Background: an optimization exercise with open tools, aiming at small area, a short achievable clock period and few clock cycles per item. Do not read the settings as production practice.
RTL that was checked went through simulation tests only; none was proved equivalent to the original.

==> raven: inputs <==
==> flow/design.v (excerpt) <==
module date_seconds_of_year_converter_unit (
    input  logic                            i_clk,
    input  logic                            i_rst_n,
    input  logic                            i_in_valid,
    output logic                            o_in_ready,
    input  logic                            i_in_mode,
    input  logic [dsoyc_pkg::WYear-1:0]     i_in_year,
    input  logic [dsoyc_pkg::WMonth-1:0]    i_in_month,
    input  logic [dsoyc_pkg::WDay-1:0]      i_in_day,
    input  logic [dsoyc_pkg::WHour-1:0]     i_in_hour,
    input  logic [dsoyc_pkg::WMinute-1:0]   i_in_minute,
    input  logic [dsoyc_pkg::WSecond-1:0]   i_in_second,
    input  logic [dsoyc_pkg::WSeconds-1:0]  i_in_seconds,
    output logic                            o_out_valid,
    input  logic                            i_out_ready,
    output logic [dsoyc_pkg::WSeconds-1:0]  o_out_seconds,
    output logic [dsoyc_pkg::WMonth-1:0]    o_out_month,
    output logic [dsoyc_pkg::WDay-1:0]      o_out_day,
    output logic [dsoyc_pkg::WHour-1:0]     o_out_hour,
    output logic [dsoyc_pkg::WMinute-1:0]   o_out_minute,
    output logic [dsoyc_pkg::WSecond-1:0]   o_out_second,
    output logic                            o_out_range_error
);
    function automatic logic [8:0] offc(input logic [3:0] m);
        case (m)
            4'd2:    offc = 9'd31;
            4'd3:    offc = 9'd59;
            4'd4:    offc = 9'd90;
            4'd5:    offc = 9'd120;
            4'd6:    offc = 9'd151;
            4'd7:    offc = 9'd181;
            4'd8:    offc = 9'd212;
            4'd9:    offc = 9'd243;
            4'd10:   offc = 9'd273;
  ...
==> module dsoyc_tod, before the edit <==
module dsoyc_tod (input wire [4:0] h, input wire [5:0] m, input wire [5:0] s, output wire [16:0] t);
    wire t1;
    wire t2;
    wire t3;
    wire t4;
    wire t5;
    wire t6;
    wire t7;
    wire t8;
    wire t9;
    wire t10;
    wire t11;
    wire t12;
    wire t13;
    wire t14;
    wire t15;
    wire t16;
    wire t17;
    wire t18;
    wire t19;
    wire t20;
    wire t21;
    wire t22;
    wire t23;
    wire t24;
    wire t25;
    wire t26;
    wire t27;
    wire t28;
    wire t29;
    wire t30;
    wire t31;
    wire t32;
    wire t33;
    wire t34;
    wire t35;
    wire t36;
    wire t37;
    wire t38;
    wire t39;
    wire t40;
    wire t41;
    wire t42;
    wire t43;
    wire t44;
    wire t45;
    wire t46;
    wire t47;
    wire t48;
    wire t49;
    wire t50;
    wire t51;
    wire t52;
    wire t53;
    wire t54;
    wire t55;
    wire t56;
    wire t57;
    wire t58;
    wire t59;
    wire t60;
    wire [16:0] ra, rb, rs;
    assign t1 = h[0] ^ m[2];
    assign t2 = h[0] & m[2];
    assign t3 = h[1] ^ m[3] ^ m[2];
    assign t4 = (h[1] & m[3]) | (h[1] & m[2]) | (m[3] & m[2]);
    assign t5 = m[1] ^ m[0];
    assign t6 = m[1] & m[0];
    assign t7 = h[2] ^ m[4] ^ m[3];
    assign t8 = (h[2] & m[4]) | (h[2] & m[3]) | (m[4] & m[3]);
    assign t9 = m[2] ^ m[1];
    assign t10 = m[2] & m[1];
    assign t11 = h[3] ^ m[5] ^ m[4];
    assign t12 = (h[3] & m[5]) | (h[3] & m[4]) | (m[5] & m[4]);
    assign t13 = m[3] ^ m[2];
    assign t14 = m[3] & m[2];
    assign t15 = h[4] ^ m[5] ^ m[4];
    assign t16 = (h[4] & m[5]) | (h[4] & m[4]) | (m[5] & m[4]);
    assign t17 = t1 ^ m[1];
    assign t18 = t1 & m[1];
    assign t19 = t2 ^ t3 ^ t5;
    assign t20 = (t2 & t3) | (t2 & t5) | (t3 & t5);
    assign t21 = t4 ^ t6 ^ t7;
    assign t22 = (t4 & t6) | (t4 & t7) | (t6 & t7);
    assign t23 = t8 ^ t10 ^ t11;
    assign t24 = (t8 & t10) | (t8 & t11) | (t10 & t11);
    assign t25 = t12 ^ t14 ^ t15;
    assign t26 = (t12 & t14) | (t12 & t15) | (t14 & t15);
    assign t27 = t16 ^ h[0] ^ m[5];
    assign t28 = (t16 & h[0]) | (t16 & m[5]) | (h[0] & m[5]);
    assign t29 = h[1] ^ h[0];
    assign t30 = h[1] & h[0];
    assign t31 = h[2] ^ h[1];
    assign t32 = h[2] & h[1];
    assign t33 = h[3] ^ h[2];
    assign t34 = h[3] & h[2];
    assign t35 = h[4] ^ h[3];
    assign t36 = h[4] & h[3];
    assign t37 = m[1] ^ m[0];
    assign t38 = m[1] & m[0];
    assign t39 = t17 ^ m[0] ^ s[4];
    assign t40 = (t17 & m[0]) | (t17 & s[4]) | (m[0] & s[4]);
    assign t41 = t18 ^ t19 ^ s[5];
    assign t42 = (t18 & t19) | (t18 & s[5]) | (t19 & s[5]);
    assign t43 = t20 ^ t21 ^ t9;
    assign t44 = (t20 & t21) | (t20 & t9) | (t21 & t9);
    assign t45 = t22 ^ t23 ^ t13;
    assign t46 = (t22 & t23) | (t22 & t13) | (t23 & t13);
    assign t47 = t24 ^ t25 ^ m[3];
    assign t48 = (t24 & t25) | (t24 & m[3]) | (t25 & m[3]);
    assign t49 = t26 ^ t27 ^ m[4];
    assign t50 = (t26 & t27) | (t26 & m[4]) | (t27 & m[4]);
    assign t51 = t28 ^ t29 ^ m[5];
    assign t52 = (t28 & t29) | (t28 & m[5]) | (t29 & m[5]);
    assign t53 = t30 ^ t31 ^ h[0];
    assign t54 = (t30 & t31) | (t30 & h[0]) | (t31 & h[0]);
    assign t55 = t32 ^ t33 ^ h[1];
    assign t56 = (t32 & t33) | (t32 & h[1]) | (t33 & h[1]);
    assign t57 = t34 ^ t35 ^ h[2];
    assign t58 = (t34 & t35) | (t34 & h[2]) | (t35 & h[2]);
    assign t59 = t36 ^ h[4] ^ h[3];
    assign t60 = (t36 & h[4]) | (t36 & h[3]) | (h[4] & h[3]);
    assign ra = {1'b0, t60, t58, t56, t54, t52, t50, t48, t46, t44, t42, t40, t38, t37, m[0], s[1], s[0]};
    assign rb = {1'b0, h[4], t59, t57, t55, t53, t51, t49, t47, t45, t43, t41, t39, s[3], s[2], 1'b0, 1'b0};
    assign rs = ra + rb;
    assign t = rs[16:0];
endmodule
==> flow/config.mk <==
export PLATFORM = sky130hd
export DESIGN_NAME = date_seconds_of_year_converter_unit
export DESIGN_NICKNAME = date_seconds_of_year_converter_unit
export VERILOG_FILES = /design/flow/design.v
export SDC_FILE = /design/flow/constraint.sdc
export NUM_CORES = 4
export LEC_CHECK = 0
export CAP_MARGIN = 20
export CORE_MARGIN = 2
export CORE_UTILIZATION = 40
export SETUP_SLACK_MARGIN = 5
export SLEW_MARGIN = 20
==> flow/constraint.sdc <==
create_clock -name core_clock -period 9.0 [get_ports {i_clk}]
set_input_delay 1.8000 -clock core_clock [delete_from_list [all_inputs] [get_ports {i_clk}]]
set_output_delay 1.8000 -clock core_clock [all_outputs]
set_load 0.01 [all_outputs]
standard.sh (not shown) runs the stock make flow with config.mk's settings and CLKGATE_MAP_FILE= SYNTH_SCRIPT=/design/flow/synth_recipe.tcl, a recipe that flattens the netlist after the stock synthesis.
==> flow/flow/run.sh <==
#!/bin/bash
# The standard layout, with the port buffers made of sky130_fd_sc_hd__buf_1 cells.
set -euo pipefail
sed 's|SETUP_SLACK_MARGIN=5 |SETUP_SLACK_MARGIN=5 BUFFER_PORTS_ARGS="-buffer_cell sky130_fd_sc_hd__buf_1" |' standard.sh > standard_b.sh
bash standard_b.sh > standard.log 2>&1
==> inputs of violet, as changes to raven <==
--- a/flow/design.v
+++ b/flow/design.v
@@ -681,95 +681,35 @@
     wire t30;
-    wire t31;
-    wire t32;
-    wire t33;
-    wire t34;
-    wire t35;
-    wire t36;
-    wire t37;
-    wire t38;
-    wire t39;
-    wire t40;
-    wire t41;
-    wire t42;
-    wire t43;
-    wire t44;
-    wire t45;
-    wire t46;
-    wire t47;
-    wire t48;
-    wire t49;
-    wire t50;
-    wire t51;
-    wire t52;
-    wire t53;
-    wire t54;
-    wire t55;
-    wire t56;
-    wire t57;
-    wire t58;
-    wire t59;
-    wire t60;
     wire [16:0] ra, rb, rs;
-    assign t1 = h[0] ^ m[2];
-    assign t2 = h[0] & m[2];
-    assign t3 = h[1] ^ m[3] ^ m[2];
-    assign t4 = (h[1] & m[3]) | (h[1] & m[2]) | (m[3] & m[2]);
-    assign t5 = m[1] ^ m[0];
-    assign t6 = m[1] & m[0];
-    assign t7 = h[2] ^ m[4] ^ m[3];
-    assign t8 = (h[2] & m[4]) | (h[2] & m[3]) | (m[4] & m[3]);
-    assign t9 = m[2] ^ m[1];
-    assign t10 = m[2] & m[1];
-    assign t11 = h[3] ^ m[5] ^ m[4];
-    assign t12 = (h[3] & m[5]) | (h[3] & m[4]) | (m[5] & m[4]);
-    assign t13 = m[3] ^ m[2];
-    assign t14 = m[3] & m[2];
-    assign t15 = h[4] ^ m[5] ^ m[4];
-    assign t16 = (h[4] & m[5]) | (h[4] & m[4]) | (m[5] & m[4]);
-    assign t17 = t1 ^ m[1];
-    assign t18 = t1 & m[1];
-    assign t19 = t2 ^ t3 ^ t5;
-    assign t20 = (t2 & t3) | (t2 & t5) | (t3 & t5);
-    assign t21 = t4 ^ t6 ^ t7;
-    assign t22 = (t4 & t6) | (t4 & t7) | (t6 & t7);
-    assign t23 = t8 ^ t10 ^ t11;
-    assign t24 = (t8 & t10) | (t8 & t11) | (t10 & t11);
-    assign t25 = t12 ^ t14 ^ t15;
-    assign t26 = (t12 & t14) | (t12 & t15) | (t14 & t15);
-    assign t27 = t16 ^ h[0] ^ m[5];
-    assign t28 = (t16 & h[0]) | (t16 & m[5]) | (h[0] & m[5]);
-    assign t29 = h[1] ^ h[0];
-    assign t30 = h[1] & h[0];
-    assign t31 = h[2] ^ h[1];
-    assign t32 = h[2] & h[1];
-    assign t33 = h[3] ^ h[2];
-    assign t34 = h[3] & h[2];
-    assign t35 = h[4] ^ h[3];
-    assign t36 = h[4] & h[3];
-    assign t37 = m[1] ^ m[0];
-    assign t38 = m[1] & m[0];
-    assign t39 = t17 ^ m[0] ^ s[4];
-    assign t40 = (t17 & m[0]) | (t17 & s[4]) | (m[0] & s[4]);
-    assign t41 = t18 ^ t19 ^ s[5];
-    assign t42 = (t18 & t19) | (t18 & s[5]) | (t19 & s[5]);
-    assign t43 = t20 ^ t21 ^ t9;
-    assign t44 = (t20 & t21) | (t20 & t9) | (t21 & t9);
-    assign t45 = t22 ^ t23 ^ t13;
-    assign t46 = (t22 & t23) | (t22 & t13) | (t23 & t13);
-    assign t47 = t24 ^ t25 ^ m[3];
-    assign t48 = (t24 & t25) | (t24 & m[3]) | (t25 & m[3]);
-    assign t49 = t26 ^ t27 ^ m[4];
-    assign t50 = (t26 & t27) | (t26 & m[4]) | (t27 & m[4]);
-    assign t51 = t28 ^ t29 ^ m[5];
-    assign t52 = (t28 & t29) | (t28 & m[5]) | (t29 & m[5]);
-    assign t53 = t30 ^ t31 ^ h[0];
-    assign t54 = (t30 & t31) | (t30 & h[0]) | (t31 & h[0]);
-    assign t55 = t32 ^ t33 ^ h[1];
-    assign t56 = (t32 & t33) | (t32 & h[1]) | (t33 & h[1]);
-    assign t57 = t34 ^ t35 ^ h[2];
-    assign t58 = (t34 & t35) | (t34 & h[2]) | (t35 & h[2]);
-    assign t59 = t36 ^ h[4] ^ h[3];
-    assign t60 = (t36 & h[4]) | (t36 & h[3]) | (h[4] & h[3]);
-    assign ra = {1'b0, t60, t58, t56, t54, t52, t50, t48, t46, t44, t42, t40, t38, t37, m[0], s[1], s[0]};
-    assign rb = {1'b0, h[4], t59, t57, t55, t53, t51, t49, t47, t45, t43, t41, t39, s[3], s[2], 1'b0, 1'b0};
+    assign t1 = ~m[0] ^ s[2];
+    assign t2 = ~m[0] & s[2];
+    assign t3 = ~m[1] ^ s[3];
+    assign t4 = ~m[1] & s[3];
+    assign t5 = h[0] ^ ~m[2] ^ s[4];
+    assign t6 = (h[0] & ~m[2]) | (h[0] & s[4]) | (~m[2] & s[4]);
+    assign t7 = h[1] ^ ~m[3] ^ s[5];
+    assign t8 = (h[1] & ~m[3]) | (h[1] & s[5]) | (~m[3] & s[5]);
+    assign t9 = h[2] ^ m[0] ^ ~m[4];
+    assign t10 = (h[2] & m[0]) | (h[2] & ~m[4]) | (m[0] & ~m[4]);
+    assign t11 = h[3] ^ m[1] ^ ~m[5];
+    assign t12 = (h[3] & m[1]) | (h[3] & ~m[5]) | (m[1] & ~m[5]);
+    assign t13 = h[4] ^ m[2] ^ 1'b1;
+    assign t14 = (h[4] & m[2]) | (h[4] & 1'b1) | (m[2] & 1'b1);
+    assign t15 = ~h[0] ^ m[3];
+    assign t16 = ~h[0] & m[3];
+    assign t17 = ~h[1] ^ m[4];
+    assign t18 = ~h[1] & m[4];
+    assign t19 = ~h[2] ^ m[5];
+    assign t20 = ~h[2] & m[5];
+    assign t21 = h[0] ^ ~h[3];
+    assign t22 = h[0] & ~h[3];
+    assign t23 = h[1] ^ ~h[4];
+    assign t24 = h[1] & ~h[4];
+    assign t25 = h[2] ^ 1'b1;
+    assign t26 = h[2] & 1'b1;
+    assign t27 = h[3] ^ 1'b1;
+    assign t28 = h[3] & 1'b1;
+    assign t29 = h[4] ^ 1'b1;
+    assign t30 = h[4] & 1'b1;
+    assign ra = {t28, t26, t24, t22, t20, t18, t16, t14, t12, t10, t8, t6, t4, t2, t1, s[1], s[0]};
+    assign rb = {t29, t27, t25, t23, t21, t19, t17, t15, t13, t11, t9, t7, t5, t3, 1'b1, 1'b0, 1'b0};
     assign rs = ra + rb;
==> flow/flow/run.sh (replaced) <==
#!/bin/bash
# The standard layout with two changes:
#  - the port buffers are sky130_fd_sc_hd__buf_1 cells;
#  - synthesis runs the standard flow's synthesis script with yosys's synth called with -noabc
#    as well (flow/synth.tcl), so the generic abc pass does not restructure the
#    carry-save adders before they are mapped to full and half adder cells.
#    Registers are inferred exactly as in the standard synthesis.
set -euo pipefail
here=$(pwd)
sed -e 's|SETUP_SLACK_MARGIN=5 |SETUP_SLACK_MARGIN=5 BUFFER_PORTS_ARGS="-buffer_cell sky130_fd_sc_hd__buf_1" |' \
    -e "s|SYNTH_SCRIPT=[^ ]*|SYNTH_SCRIPT=$here/flow/synth.tcl|" standard.sh > standard_b.sh
bash standard_b.sh > standard.log 2>&1
==> flow/flow/synth.tcl (new file) <==
proc synth {args} { yosys synth -nofsm -noshare -noabc {*}$args }
source $::env(SCRIPTS_DIR)/synth.tcl
# left out here: clear keep_hierarchy, flatten, clean up, hide names made inside functions, write 1_2_yosys.v
==> comparison table <==
metric                                                    raven      violet
Run status                             timing/DRC/antenna clean  timing/DRC/antenna clean
Antenna violations before repair                              1           0
Pre-CTS setup slack                                     4.44 ns     4.21 ns
Peak per-stage delay on the critical path               0.55 ns     0.57 ns
Pin slew with the least headroom to its limit           1.01 ns    0.884 ns
Multi-input gate share of the layout cell area            57.5%       58.6%
Amount of wire on met3 after detailed routing           1340 um     1220 um
Tapcells                                                    468         455
Syn nets                                                  1,815       1,651
Number of placed instances with taps included             1,970       1,815
Capturing element of the worst setup path            r2_pay[24]  r2_pay[22]
Met1 Resource Use GR                                      22.5%       24.3%
Worst Reg-to-Reg Cells                                       15          13
Buffers inserted during post-CTS setup optimization          64          68
Testbench counts of raven, summed over its fixed seeds: cycles 24,032, items 24,000.
The RTL of violet was laid out without a check of its function.

## afterwards: timing with drivers on the ports
In the flow no input, the clock included, has a driving cell. The finished layouts below were timed again as built, in two steps.
Step 1: set_driving_cell puts a clkbuf_16 on i_clk and a buf_2 on each other input, an assumption about the parent block.
Step 2, shift: input delay + t, output delay - t, t = (earliest + latest rising clock arrival at the registers) / 2. This alone moves slack from input paths to output paths.
Three values: ideal ports, drivers, drivers and shift; two values: the first two.
run	t, ns	setup slack, ns	worst setup path at the end	latest minus earliest clock arrival (ns)	cell pins on the clock port's net
raven	0.495	4.890 / 4.890 / 4.789	input to register	0.010 / 0.010	1
violet	0.493	4.901 / 4.891 / 4.857	input to register	0.013 / 0.014	1
After both steps every run listed still meets setup and hold. For raven, which loses most, drivers alone change the setup slack by 0.000 ns; drivers and shift together by -0.101 ns.
